From an optimization exercise on the open Yosys and OpenROAD flow, aimed at small area and a short achievable clock period; shortcuts taken in it are not production practice.
Function was checked by simulation only, so behaviour that the tests miss may differ from the original.
Power is estimated from default activity; no workload was simulated.

**standard.sh**
```bash
#!/bin/bash
# synth_recipe.tcl (not shown) runs the flow's synth.tcl, then flattens the netlist and writes it again
# the make line also repeats each setting of config.mk as NAME=value (left out here)
make -C /OpenROAD-flow-scripts/flow DESIGN_CONFIG=/design/flow/config.mk WORK_HOME=/design/flow/orfs CLKGATE_MAP_FILE= SYNTH_SCRIPT=/design/flow/synth_recipe.tcl "${@:-finish}"
```
**config.mk**
```make
export PLATFORM = sky130hd
export DESIGN_NAME = regfile_sb
export DESIGN_NICKNAME = regfile_sb
export VERILOG_FILES = /design/flow/design.v
export SDC_FILE = /design/flow/constraint.sdc
export NUM_CORES = 4
export LEC_CHECK = 0
export CAP_MARGIN = 20
export CELL_PAD_IN_SITES_DETAIL_PLACEMENT = 1
export CELL_PAD_IN_SITES_GLOBAL_PLACEMENT = 1
export CORE_MARGIN = 2
export CORE_UTILIZATION = 30
export PLACE_DENSITY = 0.35
export SETUP_SLACK_MARGIN = 4.5
export SLEW_MARGIN = 20
export SYNTH_HIERARCHICAL = 1
export TNS_END_PERCENT = 0
```
**design.v**
```verilog
package regfile_pkg;
  localparam int DATA_W_DEF = 32;
  localparam int ADDR_W_DEF = 5;
  function automatic int unsigned init_val(int idx, int init_ident, bit zero_reg);
    if (zero_reg && idx == 0) init_val = 0;
    else init_val = (idx < init_ident) ? idx : 0;
  endfunction
endpackage
module sb_tracker #(
  parameter int ADDR_W   = 5,
  parameter bit ZERO_REG = 1'b1
) (
  input  logic                   clk,
  input  logic                   reset,
  input  logic                   iss_en,
  input  logic [ADDR_W-1:0]      iss_addr,
  input  logic                   wr_en,
  input  logic [ADDR_W-1:0]      wr_addr,
  input  logic                   flush,
  output logic [2**ADDR_W-1:0]   pending,
  output logic [ADDR_W:0]        pend_cnt
);
  localparam int DEPTH = 2**ADDR_W;
  localparam int CW    = ADDR_W + 1;
  logic [DEPTH-1:0] pend_q, pend_d, iss_dec, wr_dec;
  logic [CW-1:0]    cnt_q, cnt_d;
  logic             inc, dec;
  always_comb begin
    iss_dec = '0;
    wr_dec  = '0;
    for (int i = 0; i < DEPTH; i++) begin
      if (!(ZERO_REG && i == 0)) begin
        iss_dec[i] = iss_en && (iss_addr == ADDR_W'(i));
        wr_dec[i]  = wr_en  && (wr_addr  == ADDR_W'(i));
      end
    end
    pend_d = ~{DEPTH{flush}} & (iss_dec | (pend_q & ~wr_dec));
    inc = iss_en && (iss_addr != '0) && !pend_q[iss_addr];
    dec = wr_en && (wr_addr != '0) && pend_q[wr_addr] && !(iss_en && iss_addr == wr_addr);
    if (flush)           cnt_d = '0;
    else if (inc & ~dec) cnt_d = cnt_q + CW'(1);
    else if (dec & ~inc) cnt_d = cnt_q - CW'(1);
    else                 cnt_d = cnt_q;
  end
  always_ff @(posedge clk or negedge reset) begin
    if (!reset) begin
      pend_q <= '0;
      cnt_q  <= '0;
    end else begin
      pend_q <= pend_d;
      cnt_q  <= cnt_d;
    end
  end
  assign pending  = pend_q;
  assign pend_cnt = cnt_q;
endmodule
module rf_ao22 (input logic a1, a2, b1, b2, output logic y);
  assign y = (a1 & a2) | (b1 & b2);
endmodule
module rf_aoi222 (input logic a1, a2, b1, b2, c1, c2, output logic y);
  assign y = ~((a1 & a2) | (b1 & b2) | (c1 & c2));
endmodule
module rf_and4 (input logic a, b, c, d, output logic y);
  assign y = a & b & c & d;
endmodule
module rf_and3 (input logic a, b, c, output logic y);
  assign y = a & b & c;
endmodule
module rf_nand3 (input logic a, b, c, output logic y);
  assign y = ~(a & b & c);
endmodule
module rf_inv (input logic a, output logic y);
  assign y = ~a;
endmodule
module rf_rdbit (
  input  logic [32:0] s,
  input  logic [32:0] v,
  input  logic        x,
  output logic        y
);
  logic [10:0] t;
  logic [2:0]  u;
  logic        xn;
  for (genvar g = 0; g < 11; g++) begin : g_aoi
    rf_aoi222 u_aoi (.a1(s[3*g]), .a2(v[3*g]), .b1(s[3*g+1]), .b2(v[3*g+1]),
                     .c1(s[3*g+2]), .c2(v[3*g+2]), .y(t[g]));
  end
  rf_inv  u_xn (.a(x), .y(xn));
  rf_and4 u_n0 (.a(t[0]), .b(t[1]), .c(t[2]),  .d(t[3]), .y(u[0]));
  rf_and4 u_n1 (.a(t[4]), .b(t[5]), .c(t[6]),  .d(t[7]), .y(u[1]));
  rf_and4 u_n2 (.a(t[8]), .b(t[9]), .c(t[10]), .d(xn),   .y(u[2]));
  rf_nand3 u_o (.a(u[0]), .b(u[1]), .c(u[2]), .y(y));
endmodule
module rf_rdbit3 (
  input  logic [32:0] s,
  input  logic [32:0] v,
  output logic        y
);
  logic [10:0] t;
  logic [2:0]  u;
  for (genvar g = 0; g < 11; g++) begin : g_aoi
    rf_aoi222 u_aoi (.a1(s[3*g]), .a2(v[3*g]), .b1(s[3*g+1]), .b2(v[3*g+1]),
                     .c1(s[3*g+2]), .c2(v[3*g+2]), .y(t[g]));
  end
  rf_and4 u_n0 (.a(t[0]), .b(t[1]), .c(t[2]),  .d(t[3]), .y(u[0]));
  rf_and4 u_n1 (.a(t[4]), .b(t[5]), .c(t[6]),  .d(t[7]), .y(u[1]));
  rf_and3 u_n2 (.a(t[8]), .b(t[9]), .c(t[10]), .y(u[2]));
  rf_nand3 u_o (.a(u[0]), .b(u[1]), .c(u[2]), .y(y));
endmodule
module rf_wdec (
  input  logic       wr_en,
  input  logic [4:0] wr_addr,
  output logic [31:0] we,
  output logic [31:0] nwe
);
  always_comb begin
    we = '0;
    for (int i = 1; i < 32; i++) we[i] = wr_en && (wr_addr == 5'(i));
    nwe = ~we;
  end
endmodule
module rf_rdctl #(
  parameter int NUM_RD     = 4,
  parameter int INIT_IDENT = 15
) (
  input  logic [NUM_RD-1:0]    rd_en,
  input  logic [NUM_RD*5-1:0]  rd_addr,
  input  logic                 wr_en,
  input  logic [4:0]           wr_addr,
  input  logic [31:0]          vld,
  input  logic [31:0]          pending,
  input  logic [NUM_RD-1:0]    busy_q,
  output logic [NUM_RD*33-1:0] s,
  output logic [NUM_RD*4-1:0]  init,
  output logic [NUM_RD-1:0]    busy_d
);
  logic [31:0] wsel;
  always_comb begin
    wsel = '0;
    for (int i = 1; i < 32; i++) wsel[i] = wr_en && (wr_addr == 5'(i));
  end
  for (genvar p = 0; p < NUM_RD; p++) begin : g_p
    logic [4:0]  ra;
    logic        en, hit;
    logic [31:0] rsel;
    assign ra = rd_addr[5*p +: 5];
    assign en = rd_en[p];
    always_comb begin
      hit = wr_en && (wr_addr == ra) && (ra != '0);
      s[33*p]     = ~en;
      s[33*p + 1] = en & hit;
      rsel = '0;
      for (int i = 1; i < 32; i++) rsel[i] = en && (ra == 5'(i)) && !wsel[i];
      for (int i = 1; i < 32; i++) s[33*p + i + 1] = rsel[i] & vld[i];
      for (int b = 0; b < 4; b++) init[4*p + b] = 1'b0;
      for (int i = 1; i < INIT_IDENT; i++)
        for (int b = 0; b < 4; b++)
          if ((i >> b) & 1) init[4*p + b] = init[4*p + b] | (rsel[i] & ~vld[i]);
      busy_d[p] = (~en & busy_q[p]) | |(rsel & pending);
    end
  end
endmodule
module regfile_sb #(
  parameter int DATA_W     = regfile_pkg::DATA_W_DEF,
  parameter int ADDR_W     = regfile_pkg::ADDR_W_DEF,
  parameter int NUM_RD     = 4,
  parameter bit ZERO_REG   = 1'b1,
  parameter int INIT_IDENT = 15
) (
  input  logic                       clk,
  input  logic                       reset,
  input  logic [NUM_RD-1:0]          rd_en,
  input  logic [NUM_RD*ADDR_W-1:0]   rd_addr,
  output logic [NUM_RD*DATA_W-1:0]   rd_data,
  output logic [NUM_RD-1:0]          rd_busy,
  input  logic                       wr_en,
  input  logic [ADDR_W-1:0]          wr_addr,
  input  logic [DATA_W-1:0]          wr_data,
  input  logic                       iss_en,
  input  logic [ADDR_W-1:0]          iss_addr,
  input  logic                       flush,
  output logic [ADDR_W:0]            pend_cnt
);
  localparam int DEPTH = 32;
  logic [DEPTH-1:0][DATA_W-1:0] mem_q;
  logic [DEPTH-1:0]             vld_q;
  logic [DEPTH-1:0]             pending;
  logic [DEPTH-1:0]             we, nwe;
  rf_wdec u_wdec (.wr_en(wr_en), .wr_addr(wr_addr), .we(we), .nwe(nwe));
  for (genvar i = 1; i < DEPTH; i++) begin : g_reg
    logic [DATA_W-1:0] d;
    for (genvar b = 0; b < DATA_W; b++) begin : g_bit
      rf_ao22 u_ld (.a1(we[i]), .a2(wr_data[b]), .b1(nwe[i]), .b2(mem_q[i][b]), .y(d[b]));
    end
    always_ff @(posedge clk) mem_q[i] <= d;
  end
  assign mem_q[0] = '0;
  always_ff @(posedge clk or negedge reset) begin
    if (!reset) vld_q <= '0;
    else        vld_q <= vld_q | we;
  end
  sb_tracker #(.ADDR_W(ADDR_W), .ZERO_REG(ZERO_REG)) u_sb (
    .clk      (clk),
    .reset    (reset),
    .iss_en   (iss_en),
    .iss_addr (iss_addr),
    .wr_en    (wr_en),
    .wr_addr  (wr_addr),
    .flush    (flush),
    .pending  (pending),
    .pend_cnt (pend_cnt)
  );
  logic [NUM_RD*33-1:0] sel_all;
  logic [NUM_RD*4-1:0]  init_all;
  logic [NUM_RD-1:0]    busy_q_all, busy_d_all;
  rf_rdctl #(.NUM_RD(NUM_RD), .INIT_IDENT(INIT_IDENT)) u_rdctl (
    .rd_en(rd_en), .rd_addr(rd_addr), .wr_en(wr_en), .wr_addr(wr_addr), .vld(vld_q),
    .pending(pending), .busy_q(busy_q_all), .s(sel_all), .init(init_all), .busy_d(busy_d_all));
  for (genvar p = 0; p < NUM_RD; p++) begin : g_rd
    logic [32:0]       s;          
    logic [3:0]        init;       
    logic [DATA_W-1:0] data_q, data_d;
    logic              busy_q, busy_d;
    assign s      = sel_all[33*p +: 33];
    assign init   = init_all[4*p +: 4];
    assign busy_d = busy_d_all[p];
    assign busy_q_all[p] = busy_q;
    for (genvar b = 0; b < DATA_W; b++) begin : g_bit
      logic [32:0] v;
      assign v[0] = data_q[b];
      assign v[1] = wr_data[b];
      for (genvar i = 1; i < DEPTH; i++) begin : g_v
        assign v[i+1] = mem_q[i][b];
      end
      if (b < 4) begin : g_i
        rf_rdbit u_b (.s(s), .v(v), .x(init[b]), .y(data_d[b]));
      end else begin : g_n
        rf_rdbit3 u_b (.s(s), .v(v), .y(data_d[b]));
      end
    end
    always_ff @(posedge clk or negedge reset) begin
      if (!reset) begin
        data_q <= '0;
        busy_q <= 1'b0;
      end else begin
        data_q <= data_d;
        busy_q <= busy_d;
      end
    end
    assign rd_data[p*DATA_W +: DATA_W] = data_q;
    assign rd_busy[p]                  = busy_q;
  end
endmodule
```
**constraint.sdc**
```tcl
create_clock -name core_clock -period 7.5 [get_ports {clk}]
set_input_delay 1.5000 -clock core_clock [delete_from_list [all_inputs] [get_ports {clk}]]
set_output_delay 1.5000 -clock core_clock [all_outputs]
set_load 0.01 [all_outputs]
```
**flow/run.sh**
```bash
#!/bin/bash
# Standard ORFS layout, with smaller port buffers and a CTS with smaller clock
# buffers and no dummy loads.
set -uo pipefail
export BUFFER_PORTS_ARGS="-buffer_cell sky130_fd_sc_hd__buf_2"
export CTS_ARGS="-sink_clustering_enable -repair_clock_nets -dont_use_dummy_load -buf_list {sky130_fd_sc_hd__clkbuf_4 sky130_fd_sc_hd__clkbuf_8} -root_buf sky130_fd_sc_hd__clkbuf_16 -sink_clustering_size 15 -sink_clustering_max_diameter 40"
bash standard.sh finish > flow_standard.log 2>&1
rc=$?
for f in orfs/logs/sky130hd/regfile_sb/base/*.log; do cp "$f" "log_$(basename "$f")" 2>/dev/null || true; done
exit $rc
```
==> results.py, run 1 <==
metrics = {
    "yosys": {
        "synth_cells": 5226,
        "syn_area_um2": 58000,
        "synth_nets": 5302,
        "synth_warnings": 11,
        "postSynthAreaPerCell_um2": 11.1,
    },
    "detailed_routing": {
        "drt_first_pass_iters": 17,
        "routed_wirelength_um": 480000,
        "initialDrtViolationCount": 18900,
        "avgViaCountPerCell": 8.45,
        "detail_route.wl_per_cell_um": 56.8,
        "drc": 0,
        "ant_nets": 0,
        "num_vias": 71300,
    },
    "power_and_ir_drop": {
        "cellLeakagePower_nw": 25.4,
        "max-vdd-ir-drop_v": 0.000225,
        "seq_power_share_pct": 49.4,
        "power.share.clock_pct": 35.6,
        "finalPower_mw": 18.9,
        "swShare_pct": 33.8,
        "p_sw_mw": 6.39,
        "comb_power_share_pct": 15.0,
        "powerDensity_nw_per_um2": 266,
        "internal-power_mw": 12.5,
    },
    "grt": {
        "grt_pass1_wl_um": 628000,
        "grt_pass1_vias": 66700,
        "grt_antenna_before_repair": 37,
        "grt_max_degree": 51,
        "gr-total-overflow": 0,
        "track_usage_pct": 46.4,
    },
    "clocking": {
        "clkTransAtPathRegs_ps": 60,
        "cts_root_buffer": "clkbuf_16",
        "clkLatencyLatePin_ps": 880,
        "cts-buffers-inserted": 278,
        "cts_sinks": 1193,
        "cts_max_path_buffers": 4,
        "holdBufCountCts": 0,
        "cts_tree": "built",
        "h-tree-depth": 5,
    },
    "timing": {
        "fin_crit_sh_pct": 49.5,
        "rsz0062_at_grt": "yes",
        "fin_crit_ps": 3710,
        "finalHoldViolCount": 0,
        "fin_setup_tns_ps": 0,
        "setup_viol": 0,
        "max_slew_margin_pct": 18.6,
        "tightestPinTransition_ps": 1220,
        "max_freq_mhz": 269,
        "clock-skew-final_ps": 79.4,
        "slew_violations": 0,
    },
    "placed_design": {
        "numPortBuffers": 208,
        "dpl_cell_area_um2": 65200,
        "dp_hpwl_um": 275000,
        "gp_congestion": 0.981,
    },
    "status": {
        "status": "finished clean",
    },
    "die": {
        "ioPinCount": 209,
        "die_height_um": 444,
        "dieWidth_um": 444,
        "core_area_um2": 192000,
        "initial_utilization_pct": 30.2,
        "rows": 161,
        "dieArea_um2": 197000,
    },
    "critical_path": {
        "crit_type": "in -> reg",
        "worstSetupStartpointType": "input pin",
        "cp_max_fo": 32,
        "worst_path_most_repeated_cell": "buf_4",
        "worst_ep_arrival_time_ps": 4460,
        "cpMaxStageDelayCell": "a222oi_1",
        "crit_path_max_incr_delay_ps": 710,
        "critPathCaptureType": "flip-flop",
        "cp.required_ps": 8250,
        "crit_chain": "buf_4, nand4b_2, buf_4, o21ai_1, buf_4, nor2_4, buf_4, a222oi_1, and4_4, nand3_1",
    },
    "cells_and_area": {
        "seqCellArea_um2": 24900,
        "syn2layout_area_growth_pct": 22.3,
        "fin_nets": 5981,
        "drive_above_1_share_pct": 22.3,
        "multiInputGateArea_um2": 34600,
        "nFillCells": 20900,
        "fin_area_um2": 71000,
        "final_util_pct": 36.9,
    },
    "flow_run": {
        "drv_cap": 0,
    },
    "worst_hold_path": {
        "worstHoldPathType": "reg -> reg",
    },
}
## path summary, 6_finish.rpt
| check | depth (start not counted) | start | slack (ps) | endpoint |
|---|---|---|---|---|
| max | 10 | wr_addr[4] | 3790 | g_rd[3].data_q[18] |
| min | 1 | vld_q[20] | 480 | vld_q[20] |
| max reg2reg | 13 | u_sb.pend_q[8] | 4200 | u_sb.cnt_q[5] |
| min reg2reg | 1 | vld_q[20] | 480 | vld_q[20] |
| max in group asynchronous | 2 | reset | 5650 | g_rd[1].data_q[22] |
| min in group asynchronous | 1 | reset | 550 | vld_q[19] |
## stage by stage
step                      cells  hold slack [ps]  setup WS [ps]
final                      8442              479           3790
after global routing       8433              481           3940
after CTS                  8421              474           4040
after detailed placement   8100              451           2020
after global placement     8096              454           2040
after floorplan            5226              424           3270
## cell type report
type                            count  share of cell area (%)
Multi-Input combinational cell   3885                    48.7
Sequential cell                  1193                    35.1
Clock buffer                      278                    5.91
Timing Repair Buffer              514                    5.65
Tap cell                         2526                    4.45
Inverter                           33                   0.174
Antenna cell                       13                  0.0458
## layer usage
metal  vias to the layer above  GRT usage, %  wire (um)
met4                        16          32.3      43000
met5                         -         0.879        291
li1                      26300             -          -
met2                      6956          63.6     186000
met1                     36300          58.9     177000
met3                      1779          18.2      73200
## critical path: cells and delay by family
kind                   cells  cell delay, ps
AO/OA/AOI/OAI              2             970
buffers and inverters      4            1030
AND/OR/NAND/NOR            4             930
## state kept, by name, summed over array words and instances, names as in the netlist
| register | flops |
|---|---|
| g_rd.busy_q | 4 |
| u_sb.cnt_q | 6 |
| mem_q | 992 |
| u_sb.pend_q | 32 |
| g_rd.data_q | 128 |
| vld_q | 31 |
## power by group through the flow
stage | Clock [mW] | Sequential (mW) | Combinational (mW)
after floorplan | 0 | 8.79 | 1.54
after global routing | 7.03 | 9.46 | 2.96
after global placement | 0 | 9.28 | 2.61
after detailed placement | 0 | 9.30 | 2.66
after CTS | 6.77 | 9.20 | 2.73
final | 6.73 | 9.33 | 2.84
## what timing repair did
item,4_1_cts,5_1_grt
cloned,4,2
resized for setup,348,74
pin swaps,51,43
setup buffers,39,6
endpoints found under the setup margin,1206,724
## layout by cell type (no fill, tap or decap), types with 23 or more instances in the layout
cell          n
nor2_1       66
and4_2       81
nand2b_1     30
nand2_2      43
buf_6        36
buf_4       247
dfxtp_1     992
nor2_4       89
dfrtp_1     201
clkbuf_8    245
and4_1      144
a21oi_1      45
inv_1        28
clkbuf_16    35
nand4_1      37
a22o_1      992
nor2b_1      23
and3_1       26
and3_2       77
and4_4       51
buf_2       195
a222oi_1   1408
o21ai_0      57
nor3_1       29
or2_1        33
nand3_1     172
nand2_1      99
nor3_4       66
==> run 2, diff against run 1 <==
--- a/design.v
+++ b/design.v
@@ -27,2 +27,4 @@
   logic             inc, dec;
+  logic [CW-1:0]    cnt_up, cnt_dn;
+  sb_incdec #(.W(CW)) u_incdec (.a(cnt_q), .up(cnt_up), .dn(cnt_dn));
   always_comb begin
@@ -40,4 +42,4 @@
     if (flush)           cnt_d = '0;
-    else if (inc & ~dec) cnt_d = cnt_q + CW'(1);
-    else if (dec & ~inc) cnt_d = cnt_q - CW'(1);
+    else if (inc & ~dec) cnt_d = cnt_up;
+    else if (dec & ~inc) cnt_d = cnt_dn;
     else                 cnt_d = cnt_q;
@@ -56,2 +58,12 @@
 endmodule
+module sb_incdec #(
+  parameter int W = 6
+) (
+  input  logic [W-1:0] a,
+  output logic [W-1:0] up,
+  output logic [W-1:0] dn
+);
+  assign up = a + W'(1);
+  assign dn = a - W'(1);
+endmodule
 module rf_ao22 (input logic a1, a2, b1, b2, output logic y);
@@ -109,2 +121,12 @@
 endmodule
+module rf_pdec2 (input logic en, input logic [1:0] a, output logic [3:0] y);
+  always_comb for (int k = 0; k < 4; k++) y[k] = en && (a == 2'(k));
+endmodule
+module rf_pdec3 (input logic [2:0] a, output logic [7:0] y);
+  always_comb for (int m = 0; m < 8; m++) y[m] = (a == 3'(m));
+endmodule
+module rf_wrow (input logic lo, hi, output logic we, nwe);
+  assign nwe = ~(lo & hi);
+  assign we  = lo & hi;
+endmodule
 module rf_wdec (
@@ -115,6 +137,10 @@
 );
-  always_comb begin
-    we = '0;
-    for (int i = 1; i < 32; i++) we[i] = wr_en && (wr_addr == 5'(i));
-    nwe = ~we;
+  logic [3:0] lo;
+  logic [7:0] hi;
+  rf_pdec2 u_lo (.en(wr_en), .a(wr_addr[1:0]), .y(lo));
+  rf_pdec3 u_hi (.a(wr_addr[4:2]), .y(hi));
+  assign we[0]  = 1'b0;
+  assign nwe[0] = 1'b1;
+  for (genvar i = 1; i < 32; i++) begin : g_row
+    rf_wrow u_row (.lo(lo[i % 4]), .hi(hi[i / 4]), .we(we[i]), .nwe(nwe[i]));
   end
==> flow/run.sh (replaced) <==
#!/bin/bash
# Standard ORFS layout, with smaller port buffers and a CTS with smaller clock
# buffers and no dummy loads.
set -uo pipefail
export BUFFER_PORTS_ARGS="-buffer_cell sky130_fd_sc_hd__buf_2"
export CTS_ARGS="-sink_clustering_enable -repair_clock_nets -dont_use_dummy_load -buf_list {sky130_fd_sc_hd__clkbuf_8} -root_buf sky130_fd_sc_hd__clkbuf_16 -sink_clustering_size 20 -sink_clustering_max_diameter 60"
bash standard.sh finish > flow_standard.log 2>&1
rc=$?
for f in orfs/logs/sky130hd/regfile_sb/base/*.log; do cp "$f" "log_$(basename "$f")" 2>/dev/null || true; done
exit $rc
==> results.py, run 2 <==
metrics = {
    "critical_path": {
        "crit_type": "in -> reg",
        "cp.required_ps": 8000,
        "cp_max_fo": 16,
        "r2r_slack_ps": 4990,
        "r2r_start": "vld_q[23]",
        "r2r-end": "g_rd[1].data_q[14]",
        "startpoint": "wr_addr[2]",
        "r2r.worst_path.cells": 7,
        "worstSetupStartpointType": "input pin",
        "critPathCapture": "g_rd[3].busy_q",
        "worst_ep_arrival_time_ps": 3900,
        "critPathCaptureType": "flip-flop",
    },
    "cells_and_area": {
        "drive_above_1_share_pct": 21.8,
        "final_cell_mix": "a222oi_1 (1,408), a22o_1 (992), dfxtp_1 (992)",
        "regMostFlops": "mem_q",
        "final_common_cell": "a222oi_1",
        "fin_nets": 5905,
        "fin_area_um2": 69900,
        "syn2layout_area_growth_pct": 20.5,
        "reg.largest.list": "mem_q x992, g_rd.data_q x128, u_sb.pend_q x32",
        "largest_register_ffs": 992,
        "nFillCells": 20800,
    },
    "placed_design": {
        "dp_hpwl_um": 272000,
        "gp_congestion": 0.991,
        "dp_slack_ps": 2000,
        "numPortBuffers": 208,
        "dpl_cell_area_um2": 64900,
    },
    "yosys": {
        "synth_warnings": 12,
        "synth_nets": 5296,
        "postSynthAreaPerCell_um2": 11.1,
        "synth_cells": 5223,
        "syn_area_um2": 58100,
    },
    "flow_run": {
        "drv_cap": 0,
    },
    "clocking": {
        "cts_sinks": 1193,
        "cts_root_buffer": "clkbuf_16",
        "cts_tree": "built",
        "h-tree-depth": 4,
        "cts-buffers-inserted": 146,
        "clkLatencyLatePin_ps": 840,
        "cts_max_path_buffers": 3,
        "clkTransAtPathRegs_ps": 60,
    },
    "timing": {
        "tightestPinTransition_ps": 1190,
        "fin_crit_sh_pct": 45.3,
        "clock-skew-final_ps": 117,
        "setup_viol": 0,
        "max_slew_margin_pct": 20.9,
        "finalHoldViolCount": 0,
        "fin_setup_tns_ps": 0,
        "fin_crit_ps": 3390,
        "max_freq_mhz": 295,
        "rsz0062_at_grt": "yes",
        "slew_violations": 0,
        "fin_ws_ps": 4110,
    },
    "detailed_routing": {
        "ant_nets": 0,
        "drt_first_pass_iters": 22,
        "routed_wirelength_um": 482000,
        "drc": 0,
        "detail_route.wl_per_cell_um": 57.5,
        "num_vias": 70600,
        "avgViaCountPerCell": 8.43,
        "initialDrtViolationCount": 19100,
    },
    "power_and_ir_drop": {
        "max-vdd-ir-drop_v": 0.000156,
        "powerDensity_nw_per_um2": 237,
        "cellLeakagePower_nw": 25.0,
    },
    "die": {
        "die_height_um": 444,
        "core_area_um2": 192000,
        "ioPinCount": 209,
        "initial_utilization_pct": 30.2,
        "dieArea_um2": 197000,
        "rows": 161,
        "dieWidth_um": 444,
    },
    "grt": {
        "gr-total-overflow": 0,
        "track_usage_pct": 46.5,
        "grt_antenna_before_repair": 29,
        "grt_pass1_wl_um": 628000,
        "grt_pass1_vias": 66100,
        "grt_max_degree": 125,
    },
    "worst_hold_path": {
        "worstHoldPathType": "reg -> reg",
    },
    "status": {
        "status": "finished clean",
    },
}
## run 2: per-stage QoR
stage               power [mW]  cells  hold slack, ps  utilization, %
global placement          11.8   8087             451            33.7
CTS                       16.3   8326             518            36.0
detailed placement        11.9   8091             458            33.7
finish                    16.6   8372             539            36.4
floorplan                 10.4   5223             428               -
global route              17.1   8360             558            36.3
## run 2: timing repair
action,4_1_cts,5_1_grt
gates resized for setup,477,105
pin swaps,65,52
gates cloned,8,4
buffers inserted,81,26
hold buffers,0,0
setup endpoints to repair,1121,429
## run 2: cell type report
| class | count | area, um2 | share of cell area [%] |
|---|---|---|---|
| multi-input cells | 3878 | 34800 | 49.7 |
| flip-flops and latches | 1193 | 24900 | 35.6 |
| repair buffers | 568 | 4890 | 7.00 |
| well taps | 2526 | 3160 | 4.52 |
| clock buffers | 146 | 2020 | 2.89 |
| inverters | 45 | 169 | 0.241 |
| diodes | 16 | 40.0 | 0.0572 |
## run 2: power by group
part | internal, mW | switching [mW] | total, mW
Sequential | 7.58 | 1.75 | 9.33
Clock | 1.74 | 2.64 | 4.37
Combinational | 1.30 | 1.56 | 2.85
Total | 10.6 | 5.95 | 16.6
## run 2: worst min-delay path by stage
stage                         start   endpoint  slack [ps]  depth (start not counted)
after floorplan           vld_q[15]  vld_q[15]         430                          1
after global placement    vld_q[31]  vld_q[31]         450                          1
after detailed placement  vld_q[31]  vld_q[31]         460                          1
after CTS                 vld_q[27]  vld_q[27]         520                          1
after global routing      vld_q[16]  vld_q[16]         560                          1
final                     vld_q[31]  vld_q[31]         540                          1
## run 2: worst max-delay path: stages
cell and delay [ps]:
buf_8 140, buf_12 170, or2_2 410, buf_4 180
o21ai_1 550, mux2i_1 150, a311oi_1 460, nand4_1 310
## run 2: per-layer routing
layer | share of wire (%) | routed length [um] | GRT usage (%)
met5 | 0.12 | 554 | 1.68
met4 | 8.8 | 42600 | 32.4
met3 | 15 | 73300 | 19.8
met2 | 39 | 186000 | 62.7
met1 | 37 | 179000 | 58.9
==> run 3, diff against run 2 <==
--- a/config.mk
+++ b/config.mk
@@ -13,3 +13,3 @@
 export PLACE_DENSITY = 0.35
-export SETUP_SLACK_MARGIN = 4.5
+export SETUP_SLACK_MARGIN = 5.0
 export SLEW_MARGIN = 20
==> results.py, run 3 <==
metrics = {
    "placed_design": {
        "gp_congestion": 0.991,
        "numPortBuffers": 208,
        "dp_hpwl_um": 272000,
        "placedCellCount": 8091,
    },
    "grt": {
        "gr-total-overflow": 0,
        "grt_max_degree": 125,
        "grt_antenna_before_repair": 34,
        "track_usage_pct": 46.5,
        "grt_pass1_vias": 66200,
        "grt_pass1_wl_um": 629000,
    },
    "detailed_routing": {
        "met1Wirelength_um": 179000,
        "drt_first_pass_iters": 15,
        "initialDrtViolationCount": 18500,
        "routed_wirelength_um": 481000,
        "top_layer_used": "met5",
        "met2_length_um": 186000,
        "wl_met3_um": 73400,
        "avgViaCountPerCell": 8.49,
        "detail_route.wl_per_cell_um": 57.5,
        "num_vias": 70900,
        "drc": 0,
        "ant_nets": 0,
    },
    "cells_and_area": {
        "largest_register_ffs": 992,
        "nFillCells": 20800,
        "seqCellArea_um2": 24900,
        "multiInputGateArea_um2": 34700,
        "regMostFlops": "mem_q",
        "syn2layout_area_growth_pct": 20.2,
        "final_util_pct": 36.3,
        "final_cells": 8354,
        "final_common_cell": "a222oi_1",
        "final_cell_mix": "a222oi_1 (1,408), a22o_1 (992), dfxtp_1 (992)",
        "reg.largest.list": "mem_q x992, g_rd.data_q x128, u_sb.pend_q x32",
        "fin_nets": 5888,
        "drive_above_1_share_pct": 21.5,
    },
    "timing": {
        "fin_crit_sh_pct": 45.5,
        "fin_crit_ps": 3410,
        "finalHoldViolCount": 0,
        "slew_violations": 0,
        "clock-skew-final_ps": 105,
        "rsz0062_at_grt": "yes",
        "tightestPinTransition_ps": 1180,
        "setup_viol": 0,
        "max_freq_mhz": 293,
        "whs_ps": 510,
        "fin_setup_tns_ps": 0,
        "max_slew_margin_pct": 21.1,
    },
    "yosys": {
        "synth_warnings": 12,
        "syn_area_um2": 58100,
        "synth_cells": 5223,
        "postSynthAreaPerCell_um2": 11.1,
        "synth_nets": 5296,
    },
    "die": {
        "rows": 161,
        "ioPinCount": 209,
        "dieWidth_um": 444,
        "core_area_um2": 192000,
        "initial_utilization_pct": 30.2,
        "die_height_um": 444,
        "dieArea_um2": 197000,
    },
    "critical_path": {
        "worstSetupStartpointType": "input pin",
        "cp_max_fo": 32,
        "critPathCaptureType": "flip-flop",
        "r2r.worst_path.cells": 7,
        "crit_type": "in -> reg",
        "worst_ep_arrival_time_ps": 4080,
        "cp.required_ps": 8170,
    },
    "power_and_ir_drop": {
        "finalPower_mw": 16.5,
        "cellLeakagePower_nw": 24.9,
        "max-vdd-ir-drop_v": 0.000159,
        "powerDensity_nw_per_um2": 237,
    },
    "worst_hold_path": {
        "hold_path_depth": 1,
        "worstHoldPathType": "reg -> reg",
    },
    "clocking": {
        "cts_root_buffer": "clkbuf_16",
        "holdBufCountCts": 0,
        "clkTransAtPathRegs_ps": 70,
        "cts_sinks": 1193,
        "cts_tree": "built",
        "cts-buffers-inserted": 146,
        "cts_max_path_buffers": 3,
        "clkLatencyLatePin_ps": 830,
        "h-tree-depth": 4,
    },
    "status": {
        "status": "finished clean",
    },
    "flow_run": {
        "drv_cap": 0,
    },
}
run 3: worst max-delay path: stages:
cell	delay (ps)
buf_8	270
nand4b_1	170
buf_4	190
o21ai_4	170
buf_12	160
nor3_4	50
buf_8	230
a222oi_1	740
and3_4	440
nand3_1	90
run 3: stage by stage:
step                      worst slack (ps)  instance area (um2)
final                                 4090                69800
after floorplan                       3920                59200
after detailed placement              2000                64900
after global placement                2000                64900
after global routing                  4150                69700
after CTS                             4330                69700
run 3: layout make-up:
class	instances	share of cell area (%)
Sequential cell	1193	35.7
Timing Repair Buffer	552	6.83
Clock buffer	146	2.90
Inverter	45	0.242
Antenna cell	15	0.0538
Multi-Input combinational cell	3877	49.8
Tap cell	2526	4.53
run 3: report_power, final:
group	total (mW)	switching (mW)	internal, mW
Combinational	2.84	1.55	1.28
Clock	4.38	2.64	1.74
Sequential	9.33	1.75	7.58
Total	16.5	5.95	10.6
run 3: per-layer routing:
metal / up-vias / global-route usage (%)
met5: - / 0.806
met4: 19 / 32.1
met3: 1715 / 20.3
met2: 7037 / 62.9
met1: 36100 / 58.7
li1: 26100 / -
run 3: final timing paths:
path | end | start | slack (ps)
min in group asynchronous | u_sb.pend_q[3] | reset | 730
worst min-delay path | vld_q[27] | vld_q[27] | 510
worst max-delay path | g_rd[3].data_q[14] | wr_en | 4090
max in group asynchronous | g_rd[0].data_q[7] | reset | 5170
worst max register to register | g_rd[2].data_q[14] | vld_q[25] | 5020
worst min register to register | vld_q[27] | vld_q[27] | 510
run 3: timing repair:
item / 4_1_cts / 5_1_grt
setup buffers: 89 / 3
setup endpoints to repair: 1304 / 1249
cloned: 10 / 0
pin swaps: 79 / 2
gates resized for setup: 555 / 9
==> run 4, diff against run 3 <==
--- a/design.v
+++ b/design.v
@@ -184,3 +184,3 @@
           if ((i >> b) & 1) init[4*p + b] = init[4*p + b] | (rsel[i] & ~vld[i]);
-      busy_d[p] = (~en & busy_q[p]) | |(rsel & pending);
+      busy_d[p] = en ? (pending[ra] & ~hit) : busy_q[p];
     end
--- a/config.mk
+++ b/config.mk
@@ -13,3 +13,3 @@
 export PLACE_DENSITY = 0.35
-export SETUP_SLACK_MARGIN = 5.0
+export SETUP_SLACK_MARGIN = 4.5
 export SLEW_MARGIN = 20
==> results.py, run 4 <==
metrics = {
    "timing": {
        "whs_ps": 466,
        "setup_viol": 0,
        "max_freq_mhz": 294,
        "clock-skew-final_ps": 92.1,
        "fin_ws_ps": 4100,
        "slew_violations": 0,
        "max_slew_margin_pct": 14.7,
        "rsz0062_at_grt": "yes",
        "fin_setup_tns_ps": 0,
        "fin_crit_ps": 3400,
        "tightestPinTransition_ps": 1280,
        "fin_crit_sh_pct": 45.3,
        "finalHoldViolCount": 0,
    },
    "detailed_routing": {
        "top_layer_used": "met5",
        "met1Wirelength_um": 177000,
        "num_vias": 70400,
        "drc": 0,
        "ant_nets": 0,
        "wl_met3_um": 72700,
        "routed_wirelength_um": 483000,
        "met2_length_um": 192000,
        "detail_route.wl_per_cell_um": 58.5,
        "drt_first_pass_iters": 22,
        "initialDrtViolationCount": 18900,
        "avgViaCountPerCell": 8.53,
    },
    "power_and_ir_drop": {
        "internal-power_mw": 10.5,
        "p_sw_mw": 5.99,
        "max-vdd-ir-drop_v": 0.000177,
        "comb_power_share_pct": 17.4,
        "seq_power_share_pct": 57.0,
        "cellLeakagePower_nw": 25.3,
        "power.share.clock_pct": 25.7,
        "swShare_pct": 36.2,
        "powerDensity_nw_per_um2": 236,
    },
    "placed_design": {
        "dp_slack_ps": 2150,
        "dp_hpwl_um": 281000,
        "gp_congestion": 0.966,
        "numPortBuffers": 208,
        "dpl_cell_area_um2": 65300,
        "placedCellCount": 7971,
    },
    "clocking": {
        "cts_tree": "built",
        "holdBufCountCts": 0,
        "clkLatencyLatePin_ps": 830,
        "cts_root_buffer": "clkbuf_16",
        "cts-buffers-inserted": 140,
        "cts_max_path_buffers": 3,
        "clkTransAtPathRegs_ps": 90,
        "cts_sinks": 1193,
        "h-tree-depth": 4,
    },
    "cells_and_area": {
        "fin_nets": 5779,
        "final_cell_mix": "a222oi_1 (1,408), a22o_1 (992), dfxtp_1 (992)",
        "fin_area_um2": 70100,
        "drive_above_1_share_pct": 21.9,
        "reg.largest.list": "mem_q x992, g_rd.data_q x128, u_sb.pend_q x32",
        "syn2layout_area_growth_pct": 20.5,
        "final_common_cell": "a222oi_1",
        "final_cells": 8252,
        "regMostFlops": "mem_q",
        "largest_register_ffs": 992,
    },
    "critical_path": {
        "worstSetupStartpointType": "input pin",
        "cp.required_ps": 8180,
        "r2r_start": "vld_q[11]",
        "r2r-end": "g_rd[1].data_q[31]",
        "cpMaxStageDelayCell": "or4_1",
        "r2r_slack_ps": 4820,
        "crit_type": "in -> reg",
        "crit_chain": "buf_2, buf_4, or4_1, a21oi_2, nor4_4, buf_12, a222oi_1, and4_1, nand3_1",
        "critPathCaptureType": "flip-flop",
        "worst_ep_arrival_time_ps": 4070,
        "crit_path_max_incr_delay_ps": 550,
        "cp_max_fo": 33,
        "r2r.worst_path.cells": 6,
    },
    "die": {
        "die_height_um": 444,
        "rows": 161,
        "dieWidth_um": 444,
        "ioPinCount": 209,
        "core_area_um2": 193000,
        "dieArea_um2": 197000,
        "initial_utilization_pct": 30.2,
    },
    "yosys": {
        "postSynthAreaPerCell_um2": 11.4,
        "syn_area_um2": 58100,
        "synth_nets": 5185,
        "synth_cells": 5112,
        "synth_warnings": 12,
    },
    "grt": {
        "gr-total-overflow": 0,
        "grt_max_degree": 102,
        "grt_pass1_vias": 64800,
        "grt_antenna_before_repair": 35,
        "grt_pass1_wl_um": 628000,
        "track_usage_pct": 46.5,
    },
    "worst_hold_path": {
        "min_to": "vld_q[24]",
        "hold_start": "vld_q[24]",
        "worstHoldPathType": "reg -> reg",
        "hold_path_depth": 1,
    },
    "status": {
        "status": "finished clean",
    },
    "flow_run": {
        "drv_cap": 0,
    },
}
==> run 4: through the flow <==
step	power, mW	util [%]
floorplan	10.4	-
global placement	12.0	33.9
detailed placement	12.1	33.9
CTS	16.3	36.0
global route	17.0	36.4
finish	16.5	36.4
==> run 4: area by class of cell <==
class,count,area [um2]
flip-flops and latches,1193,24900
multi-input cells,3743,34700
diodes,22,55.1
well taps,2526,3160
inverters,47,186
fillers,20700,123000
repair buffers,581,5080
clock buffers,140,1940
==> run 4: power groups by stage <==
| stage | clock (mW) | sequential (mW) | combinational, mW |
|---|---|---|---|
| final | 4.24 | 9.42 | 2.87 |
| after global routing | 4.49 | 9.54 | 2.99 |
| after CTS | 4.27 | 9.29 | 2.74 |
| after detailed placement | 0 | 9.40 | 2.65 |
| after global placement | 0 | 9.40 | 2.59 |
| after floorplan | 0 | 8.79 | 1.63 |
==> run 4: timing repair <==
| action | 4_1_cts | 5_1_grt |
|---|---|---|
| cloned | 3 | 6 |
| gates resized for setup | 409 | 109 |
| endpoints found under the setup margin | 1016 | 359 |
| setup buffers | 88 | 22 |
| pin swaps | 87 | 42 |
==> run 4: worst max-delay path by stage <==
stage	slack, ps	cells after the start	from	end
finish	4100	9	rd_addr[6]	g_rd[1].data_q[6]
global route	4180	9	rd_addr[6]	g_rd[1].data_q[30]
CTS	4230	10	wr_addr[0]	g_rd[1].data_q[22]
detailed placement	2150	9	wr_addr[2]	g_rd[3].data_q[22]
global placement	2110	9	wr_addr[2]	g_rd[1].data_q[6]
floorplan	3670	7	rd_en[3]	g_rd[3].data_q[0]
==> run 4: critical path, delay by kind of cell <==
family,cells,cell delay (ps)
buf+inv,3,670
simple gates,4,1110
compound gates,2,610
==> run 4: routing by layer <==
layer	vias up	GRT usage (%)
met4	15	30.3
li1	25800	-
met3	1646	19.4
met1	36100	58.2
met5	-	0.879
met2	6864	65.0
==> run 5, diff against run 4 <==
--- a/config.mk
+++ b/config.mk
@@ -7,3 +7,3 @@
 export LEC_CHECK = 0
-export CAP_MARGIN = 20
+export CAP_MARGIN = 10
 export CELL_PAD_IN_SITES_DETAIL_PLACEMENT = 1
@@ -14,3 +14,3 @@
 export SETUP_SLACK_MARGIN = 4.5
-export SLEW_MARGIN = 20
+export SLEW_MARGIN = 10
 export SYNTH_HIERARCHICAL = 1
==> results.py, run 5 <==
metrics = {
    "die": {
        "dieWidth_um": 444,
        "ioPinCount": 209,
        "rows": 161,
        "dieArea_um2": 197000,
        "die_height_um": 444,
        "core_area_um2": 193000,
        "initial_utilization_pct": 30.2,
    },
    "flow_run": {
        "drv_cap": 0,
    },
    "critical_path": {
        "worst_ep_arrival_time_ps": 4190,
        "crit_chain": "buf_4, clkinvlp_4, nand4_1, buf_4, nor3_4, buf_4, a222oi_1, and4_2, nand3_1",
        "worst_path_most_repeated_cell": "buf_4",
        "worstSetupStartpointType": "input pin",
        "critPathCaptureType": "flip-flop",
        "crit_path_max_incr_delay_ps": 580,
        "crit_type": "in -> reg",
        "cp.required_ps": 8170,
        "cpMaxStageDelayCell": "a222oi_1",
        "cp_max_fo": 32,
    },
    "detailed_routing": {
        "avgViaCountPerCell": 8.53,
        "initialDrtViolationCount": 18300,
        "detail_route.wl_per_cell_um": 58.4,
        "ant_nets": 0,
        "num_vias": 70300,
        "drc": 0,
        "drt_first_pass_iters": 17,
        "routed_wirelength_um": 481000,
    },
    "power_and_ir_drop": {
        "cellLeakagePower_nw": 25.0,
        "max-vdd-ir-drop_v": 0.000165,
        "powerDensity_nw_per_um2": 238,
        "finalPower_mw": 16.5,
    },
    "worst_hold_path": {
        "worstHoldPathType": "reg -> reg",
    },
    "timing": {
        "whs_ps": 461,
        "fin_ws_ps": 3970,
        "clock-skew-final_ps": 113,
        "fin_crit_ps": 3530,
        "max_slew_margin_pct": 13.8,
        "setup_viol": 0,
        "tightestPinTransition_ps": 1290,
        "slew_violations": 0,
        "finalHoldViolCount": 0,
        "max_freq_mhz": 284,
        "fin_crit_sh_pct": 47.0,
        "rsz0062_at_grt": "yes",
        "fin_setup_tns_ps": 0,
    },
    "clocking": {
        "cts_root_buffer": "clkbuf_16",
        "holdBufCountCts": 0,
        "cts-buffers-inserted": 139,
        "cts_tree": "built",
        "cts_max_path_buffers": 3,
        "clkLatencyLatePin_ps": 830,
        "h-tree-depth": 4,
        "cts_sinks": 1193,
        "clkTransAtPathRegs_ps": 90,
    },
    "grt": {
        "gr-total-overflow": 0,
        "grt_pass1_wl_um": 629000,
        "track_usage_pct": 46.5,
        "grt_pass1_vias": 65000,
        "grt_antenna_before_repair": 41,
        "grt_max_degree": 102,
    },
    "status": {
        "status": "finished clean",
    },
    "cells_and_area": {
        "final_cell_mix": "a222oi_1 (1,408), a22o_1 (992), dfxtp_1 (992)",
        "reg.largest.list": "mem_q x992, g_rd.data_q x128, u_sb.pend_q x32",
        "nFillCells": 20800,
        "regMostFlops": "mem_q",
        "fin_area_um2": 69400,
        "syn2layout_area_growth_pct": 19.4,
        "largest_register_ffs": 992,
        "drive_above_1_share_pct": 21.1,
        "seqCellArea_um2": 24900,
        "final_common_cell": "a222oi_1",
        "fin_nets": 5765,
        "multiInputGateArea_um2": 34600,
    },
    "placed_design": {
        "numPortBuffers": 208,
        "dpl_cell_area_um2": 65300,
        "dp_slack_ps": 2110,
        "gp_congestion": 0.966,
        "dp_hpwl_um": 281000,
    },
    "yosys": {
        "synth_cells": 5112,
        "synth_warnings": 12,
        "syn_area_um2": 58100,
        "postSynthAreaPerCell_um2": 11.4,
        "synth_nets": 5185,
    },
}
run 5: routing by layer:
layer | vias up | wire length, um | GRT usage [%]
met4 | 18 | 40900 | 30.0
met2 | 6701 | 190000 | 64.8
met1 | 36200 | 178000 | 58.4
li1 | 25800 | - | -
met3 | 1596 | 71700 | 19.4
met5 | - | 363 | 1.12
run 5: worst max-delay path, delay by kind of cell:
| family | cells | cell delay [ps] |
|---|---|---|
| compound gates | 1 | 580 |
| buf+inv | 4 | 1150 |
| simple gates | 4 | 890 |
run 5: stage by stage:
stage	utilization, %	instances
final	36.0	8239
after global routing	36.0	8219
after CTS	35.7	8190
after detailed placement	33.9	7971
after global placement	33.9	7970
after floorplan	-	5112
run 5: cell type report:
| cell class | count | share of cell area (%) |
|---|---|---|
| multi-input combinational | 3743 | 49.8 |
| tap | 2526 | 4.56 |
| antenna | 23 | 0.0830 |
| clock buffer | 139 | 2.77 |
| inverter | 47 | 0.269 |
| sequential | 1193 | 35.9 |
| timing repair buffer | 568 | 6.60 |
run 5: timing repair:
item / CTS / global route
pin swaps: 70 / 62
setup endpoints to repair: 1047 / 545
cloned: 2 / 1
gates resized for setup: 281 / 142
buffers inserted: 78 / 25
run 5: report_power, final:
| group | switching [mW] | internal, mW |
|---|---|---|
| combinational | 1.57 | 1.27 |
| clock | 2.56 | 1.66 |
| sequential | 1.84 | 7.58 |
run 5: worst paths after layout:
| kind | endpoint | from | cells after the start | slack, ps |
|---|---|---|---|---|
| worst max-delay path | g_rd[0].data_q[10] | rd_addr[3] | 9 | 3970 |
| worst min-delay path | vld_q[23] | vld_q[23] | 1 | 460 |
| worst max register to register | g_rd[1].data_q[29] | vld_q[11] | 6 | 4780 |
| worst min register to register | vld_q[23] | vld_q[23] | 1 | 460 |
| max in group asynchronous | g_rd[0].data_q[7] | reset | 2 | 5390 |
| min in group asynchronous | u_sb.cnt_q[4] | reset | 1 | 710 |
==> run 6, diff against run 5 <==
--- a/design.v
+++ b/design.v
@@ -180,6 +180,3 @@
       for (int i = 1; i < 32; i++) s[33*p + i + 1] = rsel[i] & vld[i];
-      for (int b = 0; b < 4; b++) init[4*p + b] = 1'b0;
-      for (int i = 1; i < INIT_IDENT; i++)
-        for (int b = 0; b < 4; b++)
-          if ((i >> b) & 1) init[4*p + b] = init[4*p + b] | (rsel[i] & ~vld[i]);
+      init[4*p +: 4] = {4{en && !hit && !vld[ra] && (ra < 5'(INIT_IDENT))}} & ra[3:0];
       busy_d[p] = en ? (pending[ra] & ~hit) : busy_q[p];
--- a/config.mk
+++ b/config.mk
@@ -7,3 +7,3 @@
 export LEC_CHECK = 0
-export CAP_MARGIN = 10
+export CAP_MARGIN = 20
 export CELL_PAD_IN_SITES_DETAIL_PLACEMENT = 1
@@ -14,3 +14,3 @@
 export SETUP_SLACK_MARGIN = 4.5
-export SLEW_MARGIN = 10
+export SLEW_MARGIN = 20
 export SYNTH_HIERARCHICAL = 1
==> results.py, run 6 <==
metrics = {
    "clocking": {
        "clkLatencyLatePin_ps": 870,
        "cts_max_path_buffers": 3,
        "cts_tree": "built",
        "cts_root_buffer": "clkbuf_16",
        "cts_sinks": 1194,
        "h-tree-depth": 4,
        "cts-buffers-inserted": 145,
        "clkTransAtPathRegs_ps": 70,
    },
    "placed_design": {
        "dp_hpwl_um": 259000,
        "gp_congestion": 0.937,
        "dpl_cell_area_um2": 64800,
        "placedCellCount": 7847,
        "numPortBuffers": 208,
        "dp_slack_ps": 2050,
    },
    "timing": {
        "rsz0062_at_grt": "yes",
        "finalHoldViolCount": 0,
        "fin_crit_ps": 3310,
        "fin_setup_tns_ps": 0,
        "max_freq_mhz": 302,
        "clock-skew-final_ps": 121,
        "tightestPinTransition_ps": 1200,
        "setup_viol": 0,
        "max_slew_margin_pct": 20.0,
        "fin_crit_sh_pct": 44.1,
        "fin_ws_ps": 4190,
        "whs_ps": 504,
        "slew_violations": 0,
    },
    "power_and_ir_drop": {
        "finalPower_mw": 16.6,
        "internal-power_mw": 10.7,
        "cellLeakagePower_nw": 25.3,
        "swShare_pct": 35.6,
        "comb_power_share_pct": 17.7,
        "max-vdd-ir-drop_v": 0.000168,
        "p_sw_mw": 5.93,
        "power.share.clock_pct": 26.0,
        "seq_power_share_pct": 56.3,
        "powerDensity_nw_per_um2": 238,
    },
    "cells_and_area": {
        "drive_above_1_share_pct": 22.6,
        "final_cell_mix": "a222oi_1 (1,408), a22o_1 (992), dfxtp_1 (992)",
        "final_cells": 8124,
        "largest_register_ffs": 992,
        "final_common_cell": "a222oi_1",
        "final_util_pct": 36.7,
        "regMostFlops": "mem_q",
        "syn2layout_area_growth_pct": 21.5,
        "fin_area_um2": 70000,
        "fin_nets": 5667,
        "reg.largest.list": "mem_q x992, g_rd.data_q x128",
    },
    "yosys": {
        "synth_warnings": 12,
        "syn_area_um2": 57600,
        "synth_nets": 5086,
        "synth_cells": 5013,
        "postSynthAreaPerCell_um2": 11.5,
    },
    "grt": {
        "grt_antenna_before_repair": 31,
        "grt_max_degree": 122,
        "track_usage_pct": 44.5,
        "grt_pass1_vias": 63800,
        "grt_pass1_wl_um": 600000,
        "gr-total-overflow": 0,
    },
    "detailed_routing": {
        "routed_wirelength_um": 463000,
        "avgViaCountPerCell": 8.43,
        "drc": 0,
        "detail_route.wl_per_cell_um": 57.0,
        "initialDrtViolationCount": 17100,
        "drt_first_pass_iters": 19,
        "num_vias": 68500,
        "ant_nets": 0,
    },
    "critical_path": {
        "r2r.worst_path.cells": 8,
        "cp.required_ps": 8250,
        "worst_ep_arrival_time_ps": 4070,
        "worstSetupStartpointType": "input pin",
        "cp_max_fo": 22,
        "crit_type": "in -> reg",
        "critPathCaptureType": "flip-flop",
    },
    "die": {
        "core_area_um2": 191000,
        "rows": 160,
        "initial_utilization_pct": 30.2,
        "die_height_um": 442,
        "ioPinCount": 209,
        "dieWidth_um": 442,
        "dieArea_um2": 196000,
    },
    "flow_run": {
        "drv_cap": 0,
    },
    "worst_hold_path": {
        "worstHoldPathType": "reg -> reg",
        "hold_path_depth": 1,
    },
    "status": {
        "status": "finished clean",
    },
}
==> run 6: final timing paths <==
check	start	to	slack (ps)
hold reg to reg	g_rd[1].busy_q	g_rd[1].busy_q	500
max in group asynchronous	reset	g_rd[1].data_q[4]	5260
hold / removal	g_rd[1].busy_q	g_rd[1].busy_q	500
min in group asynchronous	reset	vld_q[14]	760
setup reg to reg	vld_q[14]	g_rd[1].data_q[1]	5020
setup / recovery	wr_en	mem_q[82]	4190
==> run 6: worst max-delay path, cell delays in order <==
cell and delay [ps]:
buf_6 70, buf_12 120, clkbuf_4 210, and3b_2 640, and2_2 660, buf_4 550
a22o_1 230
==> run 6: power groups by stage <==
stage               clock network (mW)  registers, mW  logic [mW]
floorplan                            0           8.82        1.66
finish                            4.32           9.38        2.95
CTS                               4.36           9.26        2.81
global placement                     0           9.36        2.55
detailed placement                   0           9.38        2.61
global route                      4.57           9.52        3.07
==> run 6: timing repair <==
action / in CTS / in global routing
hold buffers: 0 / 0
pin swaps: 81 / 66
resized for setup: 472 / 190
gates cloned: 0 / 8
endpoints found under the setup margin: 833 / 525
setup buffers: 56 / 47
endpoints found under the hold margin: 0 / 0
==> run 6: layout make-up <==
cell class	instances	area, um2
Timing Repair Buffer	541	4940
Fill cell	20500	121000
Multi-Input combinational cell	3668	34800
Antenna cell	21	52.6
Tap cell	2511	3140
Sequential cell	1194	24900
Clock buffer	145	2010
Inverter	44	180
==> run 6: routing by layer <==
metal	GRT usage (%)	vias up	wire length (um)
met3	18.0	1529	68300
met5	0.684	-	448
met2	61.5	6399	183000
met4	31.0	27	39800
li1	-	25300	-
met1	55.8	35200	172000
==> run 7, diff against run 6 <==
==> flow/run.sh (replaced) <==
#!/bin/bash
# Standard ORFS layout, with smaller port buffers and a CTS with smaller clock
# buffers and no dummy loads.
set -uo pipefail
export BUFFER_PORTS_ARGS="-buffer_cell sky130_fd_sc_hd__buf_2"
export CTS_ARGS="-sink_clustering_enable -repair_clock_nets -dont_use_dummy_load -buf_list {sky130_fd_sc_hd__clkbuf_8} -root_buf sky130_fd_sc_hd__clkbuf_16 -sink_clustering_size 18 -sink_clustering_max_diameter 50"
bash standard.sh finish > flow_standard.log 2>&1
rc=$?
for f in orfs/logs/sky130hd/regfile_sb/base/*.log; do cp "$f" "log_$(basename "$f")" 2>/dev/null || true; done
exit $rc
==> results.py, run 7 <==
metrics = {
    "clocking": {
        "cts_max_path_buffers": 3,
        "h-tree-depth": 4,
        "clkLatencyLatePin_ps": 860,
        "cts_tree": "built",
        "clkTransAtPathRegs_ps": 60,
        "cts_root_buffer": "clkbuf_16",
        "cts-buffers-inserted": 179,
        "holdBufCountCts": 0,
        "cts_sinks": 1194,
    },
    "detailed_routing": {
        "avgViaCountPerCell": 8.38,
        "detail_route.wl_per_cell_um": 56.6,
        "drc": 0,
        "routed_wirelength_um": 462000,
        "ant_nets": 0,
        "initialDrtViolationCount": 17500,
        "drt_first_pass_iters": 17,
        "num_vias": 68400,
    },
    "placed_design": {
        "dpl_cell_area_um2": 64800,
        "dp_slack_ps": 2050,
        "numPortBuffers": 208,
        "dp_hpwl_um": 259000,
        "gp_congestion": 0.937,
    },
    "critical_path": {
        "worst_ep_arrival_time_ps": 4050,
        "r2r.worst_path.cells": 8,
        "r2r_start": "vld_q[14]",
        "r2r-end": "g_rd[1].data_q[1]",
        "critPathCaptureType": "flip-flop",
        "cp.required_ps": 8250,
        "r2r_slack_ps": 5000,
        "crit_type": "in -> reg",
        "cp_max_fo": 22,
        "worstSetupStartpointType": "input pin",
    },
    "die": {
        "dieWidth_um": 442,
        "initial_utilization_pct": 30.2,
        "core_area_um2": 191000,
        "die_height_um": 442,
        "ioPinCount": 209,
        "rows": 160,
        "dieArea_um2": 196000,
    },
    "timing": {
        "setup_viol": 0,
        "tightestPinTransition_ps": 1220,
        "fin_ws_ps": 4190,
        "clock-skew-final_ps": 74.3,
        "max_freq_mhz": 303,
        "rsz0062_at_grt": "yes",
        "fin_setup_tns_ps": 0,
        "slew_violations": 0,
        "fin_crit_sh_pct": 44.1,
        "finalHoldViolCount": 0,
        "max_slew_margin_pct": 18.6,
        "fin_crit_ps": 3310,
    },
    "yosys": {
        "synth_nets": 5086,
        "syn_area_um2": 57600,
        "synth_warnings": 12,
        "synth_cells": 5013,
        "postSynthAreaPerCell_um2": 11.5,
    },
    "cells_and_area": {
        "final_common_cell": "a222oi_1",
        "final_util_pct": 37.0,
        "final_cell_mix": "a222oi_1 (1,408), a22o_1 (992), dfxtp_1 (992)",
        "regMostFlops": "mem_q",
        "reg.largest.list": "mem_q x992, g_rd.data_q x128",
        "largest_register_ffs": 992,
        "syn2layout_area_growth_pct": 22.2,
        "fin_nets": 5704,
        "fin_area_um2": 70400,
        "drive_above_1_share_pct": 23.1,
    },
    "flow_run": {
        "drv_cap": 0,
    },
    "power_and_ir_drop": {
        "powerDensity_nw_per_um2": 243,
        "cellLeakagePower_nw": 25.5,
        "max-vdd-ir-drop_v": 0.000195,
    },
    "worst_hold_path": {
        "hold_path_depth": 1,
        "worstHoldPathType": "reg -> reg",
        "min_to": "g_rd[1].busy_q",
        "hold_start": "g_rd[1].busy_q",
    },
    "grt": {
        "grt_antenna_before_repair": 37,
        "grt_pass1_vias": 64000,
        "grt_pass1_wl_um": 603000,
        "gr-total-overflow": 0,
        "grt_max_degree": 122,
        "track_usage_pct": 44.6,
    },
    "status": {
        "status": "finished clean",
    },
}
run 7: metal layers:
metal / up-vias / part of all wire (%) / track usage [%]
met5: - / 0.047 / 0.244
met4: 22 / 8.6 / 30.8
met3: 1527 / 14 / 17.4
met2: 6335 / 39 / 61.3
met1: 35100 / 38 / 56.9
li1: 25400 / - / -
run 7: worst max-delay path, stage by stage:
cell and delay, ps:
buf_6 70, buf_12 110, clkbuf_2 180, and3b_2 660
and2_2 660, buf_4 550, a22o_1 230
run 7: how the worst max path moves through the flow:
stage / cells after the start / slack [ps] / start / endpoint
finish: 7 / 4190 / wr_en / mem_q[82]
global route: 8 / 4290 / rd_addr[12] / g_rd[2].data_q[10]
CTS: 12 / 4320 / wr_en / g_rd[3].data_q[17]
detailed placement: 9 / 2050 / wr_addr[4] / g_rd[3].data_q[17]
global placement: 9 / 2060 / wr_addr[4] / g_rd[3].data_q[17]
floorplan: 7 / 3950 / rd_en[3] / g_rd[3].data_q[0]
run 7: power by group:
| group | total (mW) | internal (mW) | leakage (nW) | switching [mW] |
|---|---|---|---|---|
| clock network | 4.82 | 2.10 | 1.29 | 2.71 |
| registers | 9.38 | 7.59 | 10.9 | 1.79 |
| logic | 2.95 | 1.40 | 13.3 | 1.54 |
| total | 17.1 | 11.1 | 25.5 | 6.05 |
run 7: cell type report:
class	count	area (um2)
diodes	20	50.0
clock buffers	179	2470
fillers	20500	120000
inverters	44	180
multi-input cells	3668	34700
flip-flops and latches	1194	24900
well taps	2511	3140
repair buffers	544	4940
run 7: through the flow:
step | instances | hold slack (ps) | total power [mW]
finish | 8160 | 500 | 17.1
global route | 8149 | 529 | 17.7
CTS | 8076 | 493 | 16.9
detailed placement | 7847 | 474 | 12.0
global placement | 7847 | 475 | 11.9
floorplan | 5013 | 451 | 10.5
run 7: repair_timing:
item | in CTS | in global routing
setup buffers | 50 | 59
pin swaps | 79 | 73
gates resized for setup | 461 | 198
gates cloned | 0 | 5
setup endpoints to repair | 823 | 444
==> run 8, diff against run 7 <==
--- a/config.mk
+++ b/config.mk
@@ -9,3 +9,3 @@
 export CELL_PAD_IN_SITES_DETAIL_PLACEMENT = 1
-export CELL_PAD_IN_SITES_GLOBAL_PLACEMENT = 1
+export CELL_PAD_IN_SITES_GLOBAL_PLACEMENT = 0
 export CORE_MARGIN = 2
==> results.py, run 8 <==
metrics = {
    "timing": {
        "fin_crit_sh_pct": 44.6,
        "max_freq_mhz": 299,
        "setup_viol": 0,
        "fin_crit_ps": 3340,
        "clock-skew-final_ps": 152,
        "slew_violations": 0,
        "rsz0062_at_grt": "yes",
        "tightestPinTransition_ps": 1170,
        "finalHoldViolCount": 0,
        "fin_setup_tns_ps": 0,
        "max_slew_margin_pct": 22.0,
        "fin_ws_ps": 4160,
    },
    "die": {
        "dieArea_um2": 196000,
        "initial_utilization_pct": 30.2,
        "core_area_um2": 191000,
        "die_height_um": 442,
        "dieWidth_um": 442,
        "rows": 160,
        "ioPinCount": 209,
    },
    "critical_path": {
        "crit_chain": "buf_12, clkbuf_16, nor2_4, nand3_4, o21ai_4, buf_12, nor3_4, buf_6, a222oi_1, and4_2, nand3_1",
        "r2r.worst_path.cells": 8,
        "r2r-end": "g_rd[3].data_q[1]",
        "r2r_slack_ps": 4980,
        "worst-path-buf-inv": 4,
        "worst_path_most_repeated_cell": "buf_12",
        "worstSetupStartpointType": "input pin",
        "r2r_start": "vld_q[6]",
        "crit_type": "in -> reg",
        "cp_max_fo": 32,
        "critPathCaptureType": "flip-flop",
        "cp.required_ps": 8240,
        "crit_path_max_incr_delay_ps": 680,
        "cpMaxStageDelayCell": "a222oi_1",
        "worst_ep_arrival_time_ps": 4080,
        "crit_family": "simple AND/OR/NAND/NOR gates",
    },
    "grt": {
        "grt_antenna_before_repair": 30,
        "track_usage_pct": 44.9,
        "grt_pass1_vias": 64300,
        "grt_max_degree": 56,
        "gr-total-overflow": 0,
        "grt_pass1_wl_um": 605000,
    },
    "yosys": {
        "postSynthAreaPerCell_um2": 11.5,
        "synth_warnings": 12,
        "synth_nets": 5086,
        "syn_area_um2": 57600,
        "synth_cells": 5013,
    },
    "worst_hold_path": {
        "hold_path_depth": 1,
        "min_to": "g_rd[1].busy_q",
        "worstHoldPathType": "reg -> reg",
        "hold_start": "g_rd[1].busy_q",
    },
    "clocking": {
        "h-tree-depth": 4,
        "cts_tree": "built",
        "cts_sinks": 1194,
        "cts_max_path_buffers": 3,
        "clkTransAtPathRegs_ps": 70,
        "clkLatencyLatePin_ps": 880,
        "cts_root_buffer": "clkbuf_16",
        "cts-buffers-inserted": 181,
    },
    "placed_design": {
        "placedCellCount": 7854,
        "dpl_cell_area_um2": 64900,
        "dp_hpwl_um": 262000,
        "dp_slack_ps": 2140,
        "gp_congestion": 0.922,
        "numPortBuffers": 208,
    },
    "cells_and_area": {
        "fin_nets": 5700,
        "largest_register_ffs": 992,
        "fin_area_um2": 70500,
        "final_common_cell": "a222oi_1",
        "syn2layout_area_growth_pct": 22.3,
        "final_cells": 8159,
        "regMostFlops": "mem_q",
        "reg.largest.list": "mem_q x992, g_rd.data_q x128",
        "drive_above_1_share_pct": 23.4,
        "final_cell_mix": "a222oi_1 (1,408), a22o_1 (992), dfxtp_1 (992)",
    },
    "status": {
        "status": "finished clean",
    },
    "power_and_ir_drop": {
        "powerDensity_nw_per_um2": 243,
        "finalPower_mw": 17.2,
        "cellLeakagePower_nw": 25.5,
        "max-vdd-ir-drop_v": 0.000186,
    },
    "detailed_routing": {
        "drc": 0,
        "detail_route.wl_per_cell_um": 57.1,
        "routed_wirelength_um": 466000,
        "avgViaCountPerCell": 8.41,
        "ant_nets": 0,
        "num_vias": 68600,
        "drt_first_pass_iters": 15,
        "initialDrtViolationCount": 18300,
    },
    "flow_run": {
        "drv_cap": 0,
    },
}
## run 8: worst max-delay path by stage
stage / start / endpoint / slack, ps / depth (start not counted)
3_3_place_gp: wr_en / g_rd[2].data_q[3] / 2110 / 9
3_5_place_dp: wr_en / g_rd[3].data_q[0] / 2140 / 9
6_report: wr_addr[3] / g_rd[1].data_q[7] / 4160 / 11
5_1_grt: rd_addr[13] / g_rd[2].data_q[2] / 4250 / 11
2_1_floorplan: rd_en[3] / g_rd[3].data_q[0] / 3950 / 7
4_1_cts: rd_addr[11] / g_rd[2].data_q[2] / 4240 / 10
## run 8: stage by stage
step	utilization, %	hold slack (ps)
after floorplan	-	451
after global placement	34.0	473
after detailed placement	34.0	472
after CTS	36.3	489
after global routing	36.9	533
final	37.0	490
## run 8: layout make-up
| class | instances | area, um2 |
|---|---|---|
| Clock buffer | 181 | 2500 |
| Multi-Input combinational cell | 3668 | 34800 |
| Inverter | 44 | 173 |
| Fill cell | 20500 | 120000 |
| Antenna cell | 23 | 57.6 |
| Sequential cell | 1194 | 24900 |
| Timing Repair Buffer | 538 | 4900 |
| Tap cell | 2511 | 3140 |
## run 8: repair_timing
item / in CTS / in global routing
setup buffers: 47 / 44
hold buffers: 0 / 0
gates resized for setup: 440 / 212
pin swaps: 87 / 88
gates cloned: 1 / 9
endpoints found under the setup margin: 953 / 568
## run 8: power by group
group	switching (mW)	internal (mW)
Combinational	1.55	1.40
Sequential	1.77	7.59
Clock	2.72	2.13
Total	6.04	11.1
## run 8: layer usage
metal	vias up	GRT usage, %	share of wire (%)
li1	25400	-	-
met1	35200	56.2	37
met2	6473	61.8	40
met3	1555	19.1	15
met4	14	30.5	8.2
met5	-	0	0.074

port drivers added, routing unchanged:
No port has a modelled driver above. Below, the same layouts with a new extraction and two added sets of constraints. Step 1 (the two cells are an assumption about what drives the block):
set clk [get_ports {clk}]
set_driving_cell -lib_cell sky130_fd_sc_hd__clkbuf_16 $clk
set_driving_cell -lib_cell sky130_fd_sc_hd__buf_2 [delete_from_list [all_inputs] $clk]
Step 2 also shifts input and output timing later by t, the mid clock arrival at the registers, as if the neighbouring blocks saw the same clock. Three values: ideal, step 1, step 2; two values: the first two.
run | shift t [ns] | setup WS [ns] | hold slack, ns | worst setup path at the end | cell pins on the clock port's net
run 1 | 0.931 | 3.786 / 3.756 / 2.825 | 0.479 / 0.479 / 0.479 | input to register | 1
run 2 | 0.875 | 4.106 / 4.134 / 3.259 | 0.539 / 0.539 / 0.539 | input to register | 1
run 3 | 0.879 | 4.088 / 4.134 / 3.255 | 0.510 / 0.510 / 0.510 | input to register | 1
run 4 | 0.877 | 4.102 / 4.024 / 3.148 | 0.466 / 0.466 / 0.466 | input to register | 1
run 5 | 0.866 | 3.973 / 4.030 / 3.164 | 0.461 / 0.461 / 0.461 | input to register | 1
run 6 | 0.894 | 4.189 / 4.149 / 3.255 | 0.504 / 0.504 / 0.504 | input to register | 1
run 7 | 0.904 | 4.195 / 4.181 / 3.277 | 0.500 / 0.500 / 0.500 | input to register | 1
run 8 | 0.889 | 4.158 / 4.133 / 3.244 | 0.490 / 0.490 / 0.490 | input to register | 1
After both steps every run listed still meets setup and hold. For run 1, which loses most, drivers alone change the setup slack by -0.030 ns; drivers and shift together by -0.961 ns.
